Context: an optimization exercise on an open-source flow, tuned for small area. The choices shown serve that exercise and are no tape-out recipe. The RTL was checked by simulation tests, not by an equivalence proof against the original design. Power figures rest on the tool's default switching activity, not on a simulated workload.

==> flow/design.v <==
module ibf_cfg_loader #(
    parameter  int N_NUM       = 32,
    parameter  int DATA_WIDTH  = 4096,
    parameter  int WR_WIDTH    = 32,
    localparam int CFG_BIT_NUM = $clog2(N_NUM),
    localparam int MUX_NUM     = DATA_WIDTH / N_NUM,
    localparam int CFG_WIDTH   = CFG_BIT_NUM * MUX_NUM
) (
    input  logic                 clk,
    input  logic                 rst_n,
    input  logic                 cfg_wr_valid,
    output logic                 cfg_wr_ready,
    input  logic [WR_WIDTH-1:0]  cfg_wr_data,
    input  logic                 cfg_wr_last,
    input  logic                 commit_req,
    output logic [CFG_WIDTH-1:0] cfg_out,
    output logic                 cfg_pending,
    output logic                 cfg_applied,
    output logic                 cfg_err
);
    localparam int               BEATS    = (CFG_WIDTH + WR_WIDTH - 1) / WR_WIDTH;
    localparam int               SH_W     = BEATS * WR_WIDTH;
    localparam int               CNT_W    = (BEATS > 1) ? $clog2(BEATS) : 1;
    localparam logic [CNT_W-1:0] LAST_CNT = CNT_W'(BEATS - 1);
    logic                 full_q;
    logic [CNT_W-1:0]     cnt_q;
    logic [SH_W-1:0]      shadow_q;
    logic [CFG_WIDTH-1:0] cfg_out_q;
    logic                 applied_q;
    logic                 err_q;
    logic xfer, last_beat, commit;
    assign cfg_wr_ready = ~full_q;
    assign cfg_pending  = full_q;
    assign cfg_out      = cfg_out_q;
    assign cfg_applied  = applied_q;
    assign cfg_err      = err_q;
    assign xfer      = cfg_wr_valid & ~full_q;
    assign last_beat = (cnt_q == LAST_CNT);
    assign commit    = full_q & commit_req;
    logic [SH_W-1:0]      sh_in, sh_d;
    logic [CFG_WIDTH-1:0] co_d;
    logic                 sh_ld, sh_keep, co_ld, co_keep;
    if (BEATS > 1) begin : g_shift
        assign sh_in = {cfg_wr_data, shadow_q[SH_W-1:WR_WIDTH]};
    end else begin : g_one
        assign sh_in = cfg_wr_data;
    end
    assign sh_ld   = xfer;
    assign sh_keep = ~xfer;
    assign co_ld   = rst_n & commit;    
    assign co_keep = rst_n & ~commit;
    for (genvar i = 0; i < SH_W; i++) begin : g_sh
        ibf_cfg_loader_hold u_hold (
            .ld (sh_ld), .din (sh_in[i]), .keep (sh_keep), .q (shadow_q[i]), .d (sh_d[i])
        );
    end
    for (genvar i = 0; i < CFG_WIDTH; i++) begin : g_co
        ibf_cfg_loader_hold u_hold (
            .ld (co_ld), .din (shadow_q[i]), .keep (co_keep), .q (cfg_out_q[i]), .d (co_d[i])
        );
    end
    always_ff @(posedge clk) shadow_q <= sh_d;
    always_ff @(posedge clk) cfg_out_q <= co_d;
    always_ff @(posedge clk) begin
        if (!rst_n) begin
            full_q    <= 1'b0;
            cnt_q     <= '0;
            applied_q <= 1'b0;
            err_q     <= 1'b0;
        end else begin
            applied_q <= commit;
            err_q     <= xfer & (cfg_wr_last ^ last_beat);
            if (commit) full_q <= 1'b0;
            else if (xfer & cfg_wr_last & last_beat) full_q <= 1'b1;
            if (xfer) begin
                if (cfg_wr_last | last_beat) cnt_q <= '0;
                else                         cnt_q <= cnt_q + CNT_W'(1);
            end
        end
    end
endmodule
module ibf_cfg_loader_hold (
    input  logic ld,
    input  logic din,
    input  logic keep,
    input  logic q,
    output logic d
);
    assign d = (ld & din) | (keep & q);
endmodule
Settings: LEC_CHECK=0, CAP_MARGIN=20, CORE_MARGIN=2, CORE_UTILIZATION=40, SLEW_MARGIN=20, SYNTH_HIERARCHICAL=1; clock period 5.0 ns.
standard.sh (not shown) runs the stock make flow with config.mk's settings and CLKGATE_MAP_FILE= SYNTH_SCRIPT=/design/flow/synth_recipe.tcl, a recipe that flattens the netlist after the stock synthesis.
==> flow/flow/run.sh <==
#!/bin/bash
# Standard ORFS layout (the standard.sh) with two changes:
#  * the port buffers are the smallest buffer (buf_1) instead of the default pick;
#  * clock tree synthesis without dummy loads, and with larger sink clusters.
# Each tool's full output is kept in ORFS's per-step logs (orfs/logs/...); make's own
# output goes to standard.log.
set -euo pipefail
export BUFFER_PORTS_ARGS="-buffer_cell sky130_fd_sc_hd__buf_1"
export CTS_ARGS="-sink_clustering_enable -repair_clock_nets -dont_use_dummy_load -buf_list sky130_fd_sc_hd__clkbuf_16 -sink_clustering_size 30 -sink_clustering_max_diameter 60"
bash standard.sh > standard.log 2>&1
The first run ran to the end with no violations.
Rerun with:
Settings changed: CAP_MARGIN 20 to 10, CORE_UTILIZATION 40 to 78, SLEW_MARGIN 20 to 10.
Result:
- critical path depth is unchanged
- total power fell by 7.7%
- first-iteration DRC count rose by 43%
Rerun with:
==> flow/run.sh (new file) <==
#!/bin/bash
# synth_recipe.tcl (not shown) runs the flow's synth.tcl, then flattens the netlist and writes it again
# the make line also repeats each setting of config.mk as NAME=value (left out here)
make -C /OpenROAD-flow-scripts/flow DESIGN_CONFIG=/design/flow/config.mk WORK_HOME=/design/flow/orfs CLKGATE_MAP_FILE= SYNTH_SCRIPT=/design/flow/synth_recipe.tcl finish
Settings changed: CAP_MARGIN 10 to 20, CORE_UTILIZATION 78 to 40, SLEW_MARGIN 10 to 20.
removed: flow/flow/run.sh
removed: flow/standard.sh
Result:
- global-route usage went down by 18 points
- synthesized cell count is unchanged
- synthesized area does not change
- flip-flop and latch count does not change
- worst setup slack is worse by 240 ps
- hold slack stays flat


Starts from the design.v that is shown in full above.
Settings: LEC_CHECK=0, CAP_MARGIN=10, CORE_MARGIN=2, CORE_UTILIZATION=85, SLEW_MARGIN=10, SYNTH_HIERARCHICAL=1; clock period 5.0 ns.
==> flow/flow/run.sh <==
#!/bin/bash
# Standard ORFS layout (the standard.sh) with two changes:
#  * the port buffers are the smallest buffer (buf_1) instead of the default pick;
#  * clock tree synthesis without dummy loads, and with larger sink clusters.
# Each tool's full output is kept in ORFS's per-step logs (orfs/logs/...); make's own
# output goes to standard.log.
set -euo pipefail
export BUFFER_PORTS_ARGS="-buffer_cell sky130_fd_sc_hd__buf_1"
export CTS_ARGS="-sink_clustering_enable -repair_clock_nets -dont_use_dummy_load -buf_list sky130_fd_sc_hd__clkbuf_16 -sink_clustering_size 30 -sink_clustering_max_diameter 60"
bash standard.sh > standard.log 2>&1
The starting point aborted during clock tree synthesis with DPL-0033.
Rerun with:
- CORE_UTILIZATION: 85 -> 70
This time the run produced a clean layout. Synthesized area stays the same. Synthesized cell count stays the same.

## static timing again, ports no longer ideal
The flow's constraints put no driver on any port. The routed layouts listed below were extracted and timed again, unchanged, in two steps.
Step 1: set_driving_cell puts a clkbuf_16 on clk and a buf_2 on each other input, an assumption about the parent block.
Step 2 moves the port delays by t, midway between the first and last clock arrival at a register: inputs arrive t later, outputs are due t later. That takes back most of the time a late clock gives input paths.
a / b / c = no drivers / after step 1 / after step 2; a / b = the first two.
run	shift t [ns]	slack for setup (ns)	worst hold slack (ns)	worst data-port slew with drivers (ns)
the first run of note 1	0.719	2.316 / 2.316 / 1.746	0.450 / 0.450 / 0.450	0.09
the second run of note 1	0.679	2.316 / 2.316 / 1.677	0.471 / 0.471 / 0.471	0.14
the third run of note 1	0.792	2.073 / 2.004 / 1.627	0.469 / 0.469 / 0.469	0.10
the second run of note 2	0.693	2.181 / 2.181 / 1.616	0.478 / 0.478 / 0.478	0.08
After both steps every run listed still meets setup and hold. The setup slack of the second run of note 1, which loses most, moves by 0.000 ns with the drivers and by -0.639 ns with both steps.
